Context: an optimization exercise on an open-source flow, tuned for small area, a short achievable clock period and few clock cycles per item. The choices shown serve that exercise and are no tape-out recipe.
Function was checked by simulation only, so behaviour that the tests miss may differ from the original.

`design.v`:
```
`default_nettype none
package rleb_pkg;
	localparam int SEG_ADDR_W = 25;
	localparam int CFG_IDX_W  = 3;
	localparam int CFG_DATA_W = 14;
	localparam logic [CFG_IDX_W-1:0] CFG_DEST_COL     = 3'd0;
	localparam logic [CFG_IDX_W-1:0] CFG_DEST_ROW     = 3'd1;
	localparam logic [CFG_IDX_W-1:0] CFG_LINE_PITCH   = 3'd2;
	localparam logic [CFG_IDX_W-1:0] CFG_IMAGE_WIDTH  = 3'd3;
	localparam logic [CFG_IDX_W-1:0] CFG_IMAGE_HEIGHT = 3'd4;
	localparam logic [11:0] RST_DEST_COL     = 12'd0;
	localparam logic [11:0] RST_DEST_ROW     = 12'd0;
	localparam logic [13:0] RST_LINE_PITCH   = 14'd640;
	localparam logic [12:0] RST_IMAGE_WIDTH  = 13'd640;
	localparam logic [12:0] RST_IMAGE_HEIGHT = 13'd480;
	localparam int MIN_WIDTH  = 8;
	localparam int MIN_HEIGHT = 1;
	typedef struct packed {
		logic [7:0] color;
		logic [7:0] count;
	} token_t;
	typedef struct packed {
		logic [11:0] dest_col;
		logic [11:0] dest_row;
		logic [13:0] line_pitch;
		logic [12:0] image_width;
		logic [12:0] image_height;
	} cfg_t;
endpackage
`default_nettype wire
`default_nettype none
module rleb_front (
	input  wire logic            in_valid,
	output logic                 in_ready,
	input  wire logic            is_run,
	input  wire logic [7:0]      pixel_color,
	input  wire logic [7:0]      run_length,
	input  wire logic            q_full,
	output logic                 push,
	output rleb_pkg::token_t     push_data
);
	logic [7:0] count;
	always_comb begin
		count = is_run ? run_length : 8'd1;
		in_ready = !q_full;
		push = in_valid && !q_full && (count != 8'd0);
		push_data.color = pixel_color;
		push_data.count = count;
	end
endmodule
`default_nettype wire
`default_nettype none
module rleb_queue (
	input  wire logic             clk,
	input  wire logic             arst_n,
	input  wire logic             push,
	input  wire rleb_pkg::token_t push_data,
	input  wire logic             pop,
	output logic                  full,
	output logic                  not_empty,
	output rleb_pkg::token_t      pop_data
);
	localparam int DEPTH = 2;
	localparam int PTR_W = $clog2(DEPTH);
	logic [15:0]      mem_q [0:DEPTH-1];
	logic [PTR_W-1:0] wr_ptr_q;
	logic [PTR_W-1:0] rd_ptr_q;
	logic [PTR_W:0]   count_q;
	assign full      = (count_q == (PTR_W+1)'(DEPTH));
	assign not_empty = (count_q != '0);
	assign pop_data  = rleb_pkg::token_t'(mem_q[rd_ptr_q]);
	always_ff @(posedge clk) begin
		if (push) begin
			mem_q[wr_ptr_q] <= push_data;
		end
	end
	always_ff @(posedge clk or negedge arst_n) begin
		if (!arst_n) begin
			wr_ptr_q <= '0;
			rd_ptr_q <= '0;
			count_q  <= '0;
		end else begin
			if (push) begin
				wr_ptr_q <= wr_ptr_q + 1'b1;
			end
			if (pop) begin
				rd_ptr_q <= rd_ptr_q + 1'b1;
			end
			case ({push, pop})
				2'b10:   count_q <= count_q + 1'b1;
				2'b01:   count_q <= count_q - 1'b1;
				default: count_q <= count_q;
			endcase
		end
	end
endmodule
`default_nettype wire
`default_nettype none
module rleb_back #(
	parameter int MAX_DIM   = 4096,
	parameter int ADDR_BITS = 25
) (
	input  wire logic                          clk,
	input  wire logic                          arst_n,
	input  wire rleb_pkg::cfg_t                cfg,
	input  wire logic                          q_not_empty,
	input  wire rleb_pkg::token_t              q_data,
	output logic                               pop,
	output logic                               out_valid,
	input  wire logic                          out_ready,
	output logic [rleb_pkg::SEG_ADDR_W-1:0]    seg_address,
	output logic [7:0]                         seg_length,
	output logic [7:0]                         seg_color,
	output logic                               image_done,
	output logic                               last
);
	localparam int WB  = $clog2(MAX_DIM + 1);
	localparam int PWB = 2 * WB;
	localparam int SAW = rleb_pkg::SEG_ADDR_W;
	typedef enum logic [1:0] {
		ST_IDLE,
		ST_START,
		ST_SEG
	} state_t;
	state_t           state_q;
	rleb_pkg::token_t tok_q;
	logic [7:0]       rem_q;
	logic [WB-1:0]    col_q;
	logic [ADDR_BITS-1:0] row_q;
	logic [PWB-1:0]   pw_q;
	logic [WB-1:0]        width_q;
	logic [PWB-1:0]       size_q;
	logic [ADDR_BITS-1:0] base_q;
	logic                 out_valid_q;
	logic [SAW-1:0]       addr_q;
	logic [7:0]           len_q;
	logic [7:0]           color_q;
	logic                 done_q;
	logic                 last_q;
	logic [31:0]          w32;
	logic [31:0]          h32;
	logic [WB-1:0]        width_d;
	logic [WB-1:0]        height_d;
	logic [25:0]          base_prod;
	logic [32:0]          base_sum;
	logic [WB-1:0]        room_row;
	logic [PWB-1:0]       room_img;
	logic [7:0]           seg_len;
	logic [WB-1:0]        new_col;
	logic [PWB-1:0]       new_pw;
	logic [7:0]           rem_new;
	logic                 row_wrap;
	logic                 done;
	logic                 seg_last;
	logic [ADDR_BITS-1:0] row_next;
	logic [ADDR_BITS-1:0] addr_now;
	logic [ADDR_BITS+SAW-1:0] addr_ext;
	logic                 out_free;
	logic                 fire;
	always_comb begin
		w32 = 32'(cfg.image_width);
		h32 = 32'(cfg.image_height);
		if (w32 < 32'(rleb_pkg::MIN_WIDTH)) begin
			w32 = 32'(rleb_pkg::MIN_WIDTH);
		end else if (w32 > 32'(MAX_DIM)) begin
			w32 = 32'(MAX_DIM);
		end
		if (h32 < 32'(rleb_pkg::MIN_HEIGHT)) begin
			h32 = 32'(rleb_pkg::MIN_HEIGHT);
		end else if (h32 > 32'(MAX_DIM)) begin
			h32 = 32'(MAX_DIM);
		end
		width_d   = WB'(w32);
		height_d  = WB'(h32);
		base_prod = 26'(cfg.dest_row) * 26'(cfg.line_pitch);
		base_sum  = 33'(base_prod) + 33'(cfg.dest_col);
	end
	always_ff @(posedge clk) begin
		width_q <= width_d;
		size_q  <= PWB'(width_d) * PWB'(height_d);
		base_q  <= base_sum[ADDR_BITS-1:0];
	end
	always_comb begin
		room_row = width_q - col_q;
		room_img = size_q - pw_q;
		seg_len  = rem_q;
		if (PWB'(room_row) < PWB'(seg_len)) begin
			seg_len = 8'(room_row);
		end
		if (room_img < PWB'(seg_len)) begin
			seg_len = 8'(room_img);
		end
		new_col  = col_q + WB'(seg_len);
		new_pw   = pw_q + PWB'(seg_len);
		rem_new  = rem_q - seg_len;
		row_wrap = (new_col >= width_q);
		done     = (new_pw >= size_q);
		seg_last = done || (rem_new == 8'd0);
		row_next = row_q + ADDR_BITS'(cfg.line_pitch);
		addr_now = row_q + ADDR_BITS'(col_q);
		addr_ext = {{SAW{1'b0}}, addr_now};
		out_free = !out_valid_q || out_ready;
		fire     = (state_q == ST_SEG) && out_free;
		pop      = q_not_empty && ((state_q == ST_IDLE) || (fire && seg_last));
	end
	always_ff @(posedge clk) begin
		if (pop) begin
			tok_q <= q_data;
		end
		if (fire) begin
			addr_q  <= addr_ext[SAW-1:0];
			len_q   <= seg_len;
			color_q <= tok_q.color;
			done_q  <= done;
			last_q  <= seg_last;
		end
	end
	always_ff @(posedge clk or negedge arst_n) begin
		if (!arst_n) begin
			state_q     <= ST_IDLE;
			rem_q       <= '0;
			col_q       <= '0;
			row_q       <= '0;
			pw_q        <= '0;
			out_valid_q <= 1'b0;
		end else begin
			if (fire) begin
				out_valid_q <= 1'b1;
			end else if (out_ready) begin
				out_valid_q <= 1'b0;
			end
			case (state_q)
				ST_IDLE: begin
					if (pop) begin
						rem_q   <= q_data.count;
						state_q <= ST_START;
					end
				end
				ST_START: begin
					if ((pw_q >= size_q) || (pw_q == '0)) begin
						col_q <= '0;
						row_q <= base_q;
						pw_q  <= '0;
					end else if (col_q >= width_q) begin
						col_q <= '0;
						row_q <= row_next;
					end
					state_q <= ST_SEG;
				end
				ST_SEG: begin
					if (fire) begin
						if (done) begin
							pw_q  <= '0;
							col_q <= '0;
						end else if (row_wrap) begin
							pw_q  <= new_pw;
							col_q <= '0;
						end else begin
							pw_q  <= new_pw;
							col_q <= new_col;
						end
						if (row_wrap) begin
							row_q <= row_next;
						end
						if (seg_last && pop) begin
							rem_q   <= q_data.count;
							state_q <= ST_START;
						end else if (seg_last) begin
							rem_q   <= rem_new;
							state_q <= ST_IDLE;
						end else begin
							rem_q <= rem_new;
						end
					end
				end
				default: state_q <= ST_IDLE;
			endcase
		end
	end
	assign out_valid   = out_valid_q;
	assign seg_address = addr_q;
	assign seg_length  = len_q;
	assign seg_color   = color_q;
	assign image_done  = done_q;
	assign last        = last_q;
endmodule
`default_nettype wire
`default_nettype none
module flagged_rle_pitched_blit #(
	parameter int MAX_DIM   = 4096,
	parameter int ADDR_BITS = 25
) (
	input  wire logic                                clk,
	input  wire logic                                arst_n,
	input  wire logic                                in_valid,
	output logic                                     in_ready,
	input  wire logic                                is_run,
	input  wire logic [7:0]                          pixel_color,
	input  wire logic [7:0]                          run_length,
	output logic                                     out_valid,
	input  wire logic                                out_ready,
	output logic [rleb_pkg::SEG_ADDR_W-1:0]          seg_address,
	output logic [7:0]                               seg_length,
	output logic [7:0]                               seg_color,
	output logic                                     image_done,
	output logic                                     last,
	input  wire logic                                cfg_valid,
	output logic                                     cfg_ready,
	input  wire logic [rleb_pkg::CFG_IDX_W-1:0]      cfg_index,
	input  wire logic [rleb_pkg::CFG_DATA_W-1:0]     cfg_data
);
	rleb_pkg::cfg_t   cfg_q;
	rleb_pkg::token_t push_data;
	rleb_pkg::token_t pop_data;
	logic             push;
	logic             pop;
	logic             q_full;
	logic             q_not_empty;
	assign cfg_ready = 1'b1;
	always_ff @(posedge clk or negedge arst_n) begin
		if (!arst_n) begin
			cfg_q.dest_col     <= rleb_pkg::RST_DEST_COL;
			cfg_q.dest_row     <= rleb_pkg::RST_DEST_ROW;
			cfg_q.line_pitch   <= rleb_pkg::RST_LINE_PITCH;
			cfg_q.image_width  <= rleb_pkg::RST_IMAGE_WIDTH;
			cfg_q.image_height <= rleb_pkg::RST_IMAGE_HEIGHT;
		end else if (cfg_valid) begin
			case (cfg_index)
				rleb_pkg::CFG_DEST_COL:     cfg_q.dest_col     <= cfg_data[11:0];
				rleb_pkg::CFG_DEST_ROW:     cfg_q.dest_row     <= cfg_data[11:0];
				rleb_pkg::CFG_LINE_PITCH:   cfg_q.line_pitch   <= cfg_data[13:0];
				rleb_pkg::CFG_IMAGE_WIDTH:  cfg_q.image_width  <= cfg_data[12:0];
				rleb_pkg::CFG_IMAGE_HEIGHT: cfg_q.image_height <= cfg_data[12:0];
				default: ;
			endcase
		end
	end
	rleb_front u_front (
		.in_valid    (in_valid),
		.in_ready    (in_ready),
		.is_run      (is_run),
		.pixel_color (pixel_color),
		.run_length  (run_length),
		.q_full      (q_full),
		.push        (push),
		.push_data   (push_data)
	);
	rleb_queue u_queue (
		.clk       (clk),
		.arst_n    (arst_n),
		.push      (push),
		.push_data (push_data),
		.pop       (pop),
		.full      (q_full),
		.not_empty (q_not_empty),
		.pop_data  (pop_data)
	);
	rleb_back #(
		.MAX_DIM   (MAX_DIM),
		.ADDR_BITS (ADDR_BITS)
	) u_back (
		.clk         (clk),
		.arst_n      (arst_n),
		.cfg         (cfg_q),
		.q_not_empty (q_not_empty),
		.q_data      (pop_data),
		.pop         (pop),
		.out_valid   (out_valid),
		.out_ready   (out_ready),
		.seg_address (seg_address),
		.seg_length  (seg_length),
		.seg_color   (seg_color),
		.image_done  (image_done),
		.last        (last)
	);
endmodule
`default_nettype wire
```
`run.sh`:
```
#!/bin/bash
# synth_recipe.tcl (not shown) runs the flow's synth.tcl, then flattens the netlist and writes it again
# the make line also repeats each setting of config.mk as NAME=value (left out here)
make -C /OpenROAD-flow-scripts/flow DESIGN_CONFIG=/design/flow/config.mk WORK_HOME=/design/flow/orfs CLKGATE_MAP_FILE= SYNTH_SCRIPT=/design/flow/synth_recipe.tcl finish
```
`config.mk`:
```
export PLATFORM = sky130hd
export DESIGN_NAME = flagged_rle_pitched_blit
export DESIGN_NICKNAME = flagged_rle_pitched_blit
export VERILOG_FILES = /design/flow/design.v
export SDC_FILE = /design/flow/constraint.sdc
export NUM_CORES = 4
export LEC_CHECK = 0
export CAP_MARGIN = 20
export CORE_MARGIN = 2
export CORE_UTILIZATION = 40
export SLEW_MARGIN = 20
```
`constraint.sdc`:
```
create_clock -name core_clock -period 13.0 [get_ports {clk}]
set_input_delay 2.6000 -clock core_clock [delete_from_list [all_inputs] [get_ports {clk}]]
set_output_delay 2.6000 -clock core_clock [all_outputs]
set_load 0.01 [all_outputs]
```
==> results.txt <==
num ports 85; Post-CTS Setup Repair Bufs 0; total number of yosys warnings 4; Worst Skew 0.0183 ns; Mapped Cells 2972; R2R setup slack 1.0 ns; Final Max Tran Viols 0; Rel. slew slack 22.3%; Setup TNS 0 ns; busiest grt layer met2; Worst EP arrival 12.48 ns; DIE AREA 0.0713 mm2; crit-path max cell delay 0.44 ns; Worst EP required 13.48 ns; via count 20500; top_reg_cell synth dfrtp_1; CP endpoint kind flop; fmax 83.3 MHz; Worst R2R Start u_back.col_q[0]$_DFFE_PN0P_; most frequent CP cell ha_1; met2 Usage GRT 31.6%; layout cells sized above 1 6.32%; PortBufs 83; Num CTS Buffers 36; Mean Syn Cell Area 9.30 um2; Final HPWL DP 54.3 mm; Hold Path Sink u_back.color_q[5]$_DFFE_PP_; clk latency of the worst-skew pair 0.56 ns; RSZ-0062 raised after global routing false; flops & latches, synth 290; row cnt 96; worst setup margin 0.996 ns; pre-CTS WS 0.698 ns; deepest clock path buffer count 3; measured slew at the worst slew-check pin 1.16 ns; final WL 69.0 mm; commonest non-fill, non-tap cells in the layout 436 x inv_1, 364 x nand2_1, 290 x ha_1; crit path max fanout 14; clock sink count 290; sequential-to-total area share from yosys stat 26.6%; Initial Utilization 40.4%; # fillers 6612; commonest non-fill, non-tap cell in the layout inv_1; Tot GR Track Use 20.0%; die height 267 um; CTS clk-pin slew, worst paths 0.06 ns; CP startpoint kind flop; count of different cell masters after synthesis 87; slowest CP cell dfrtp_1; initial antenna violation count 1; CTS tree done; synthesized area 0.0277 mm2; Post-DRT Antenna Nets 0; Tmin final 12.00 ns; P&R area growth vs syn 10.7%; n_diodes 0; worst hold path cell count 0; drc violations 0; GR Layer Usage met1 28.9%; ys async rst share 49.3%; Worst R2R Path Depth 53; number of global-route vias before repair 20700; largest net degree at the start of global routing 83; first-pass GRT wire length 113 mm; gr ovfl total 0; WL/cell 17.6 um; hold_buf cts 0; Via density 5.23; Root Buffer clkbuf_16; htree depth 2; max_cap viols 0; RR Endpoint u_queue.count_q[1]$_DFFE_PN0P_; hold_sp u_back.tok_q[13]$_DFFE_PP_; Post-synth EDFFs 83; outcome finished clean; syn nets 3559; final hold vios 0; core area 0.0685 mm2; Detailed Route Iter0 Violations 1557; # setup viols final 0; die width 267 um; met3 usage 2.43%; fin nets 3598; critical path type flop to flop; GPL Wtd Cong 0.889; Pre-antenna DRT Iters 6; Tcrit/Tclk final 92.3%; worst min path class flop to flop
-- metal layers --
layer	up-vias	wire length, um
met5	-	0
met4	0	1470
met3	81	3220
met2	480	31200
met1	9996	33200
li1	9940	-
-- per-stage QoR --
step | util, % | hold WS (ns) | std cells | cell area [um2]
after floorplan | - | 0.400 | 2972 | 27700
after global placement | 42.8 | 0.407 | 3854 | 29300
after detailed placement | 42.9 | 0.411 | 3854 | 29300
after CTS | 44.7 | 0.426 | 3920 | 30600
after global routing | 44.7 | 0.433 | 3921 | 30600
final | 44.7 | 0.428 | 3921 | 30600
-- layout make-up --
type,count,area (um2),area share (%)
clock buffers,49,1040,3.41
clock inverters,17,213,0.695
inverters,444,1670,5.44
multi-input cells,2136,18200,59.6
flip-flops and latches,290,7360,24.1
well taps,882,1100,3.61
repair buffers,103,982,3.21
-- cell families after synthesis --
group / share of synthesized area, %
buffers and inverters: 7.50
multiplexers: 3.63
adder cells (fa/ha/maj): 31.8
AND/OR/NAND/NOR: 14.9
AO/OA/AOI/OAI: 11.4
XOR/XNOR: 4.18
flip-flops: 26.6
other: 0.0136
-- worst max path at each step --
stage	slack (ns)	depth (start not counted)	from	end
5_1_grt	0.07	55	u_back.col_q[0]$_DFFE_PN0P_	u_queue.count_q[1]$_DFFE_PN0P_
3_3_place_gp	1.11	53	u_back.col_q[0]$_DFFE_PN0P_	u_queue.count_q[1]$_DFFE_PN0P_
4_1_cts	0.68	53	u_back.col_q[0]$_DFFE_PN0P_	u_queue.count_q[1]$_DFFE_PN0P_
2_1_floorplan	2.33	55	u_back.col_q[0]$_DFFE_PN0P_	u_queue.count_q[1]$_DFFE_PN0P_
3_5_place_dp	0.70	53	u_back.col_q[0]$_DFFE_PN0P_	u_queue.count_q[1]$_DFFE_PN0P_
6_report	1.0	53	u_back.col_q[0]$_DFFE_PN0P_	u_queue.count_q[1]$_DFFE_PN0P_
-- cell usage after synthesis, drive strengths merged (5+ instances only) --
master   number  area (um2)
inv         437        1640
nand2       365        1370
ha          290        3630
fa          258        5160
nor2        183         687
dfrtp       135        3380
a21oi       124         621
o21ai       121         606
xnor2       101         885
clkbuf       89         334
edfxtp       83        2490
and2         79         494
mux2         74         833
dfxtp        64        1280
a21o         45         338
nand3        42         210
nor3         34         170
o21a         34         255
nor2b        31         194
xor2         31         272
nand4        28         175
nand2b       26         163
and3         23         144
nor4         21         146
o21bai       19         143
a31oi        17         128
mux2i        17         170
a211oi       13         103
buf          13        73.8
or2          13        81.3
or3          12        80.1
a21boi       10        78.8
o211ai       10        75.1
o31a         10        87.6
dfstp         8         210
o2111ai       8        70.1
clkinv        7        26.3
o22a          7        61.3
o31ai         6        45.0
and4          5        43.8
-- worst max-delay path, delay by kind of cell (launching register included) --
kind            cells  cell delay, ns
compound gates     24            4.59
simple gates       16            3.54
fa+ha+maj           8            2.56
xor+xnor            3            0.58
flops               1            0.44
mux                 1            0.14
buf+inv             1            0.07
-- flip-flops by register name (all words and copies together) (netlist names), 25 cells and up --
| name | cells |
|---|---|
| cfg_q | 64 |
| u_back.addr_q | 25 |
| u_back.base_q | 25 |
| u_back.pw_q | 26 |
| u_back.row_q | 25 |
| u_back.size_q | 26 |
| u_queue.mem_q | 32 |
-- timing repair --
| action | 4_1_cts | 5_1_grt |
|---|---|---|
| setup endpoints to repair | 0 | 2 |
| endpoints found under the hold margin | 0 | 0 |
| resized for setup | 0 | 2 |
Testbench counts, summed over its fixed seeds: cycles 13,174, items 5,611.

==> what the ideal ports hide <==
How much do the figures lean on ideal ports? The routed layout below was timed once more, with nothing changed but the port constraints.
Step 1 assumes that a clkbuf_16 drives the clock port and a buf_2 every other input.
Step 2, shift: input delay + t, output delay - t, t = (earliest + latest rising clock arrival at the registers) / 2. This alone moves slack from input paths to output paths.
Slacks: no drivers / after step 1 / after step 2; pairs: no drivers / after step 1.
shift t [ns]: 0.607
setup WS [ns]: 0.996 / 0.996 / 0.996
clock arrival spread, ns: 0.018 / 0.019
worst data-port slew with drivers (ns): 0.04
pins driven straight from the clock port: 1
After both steps this run still meets setup and hold. The setup slack of this run moves by 0.000 ns with the drivers and by 0.000 ns with both steps.
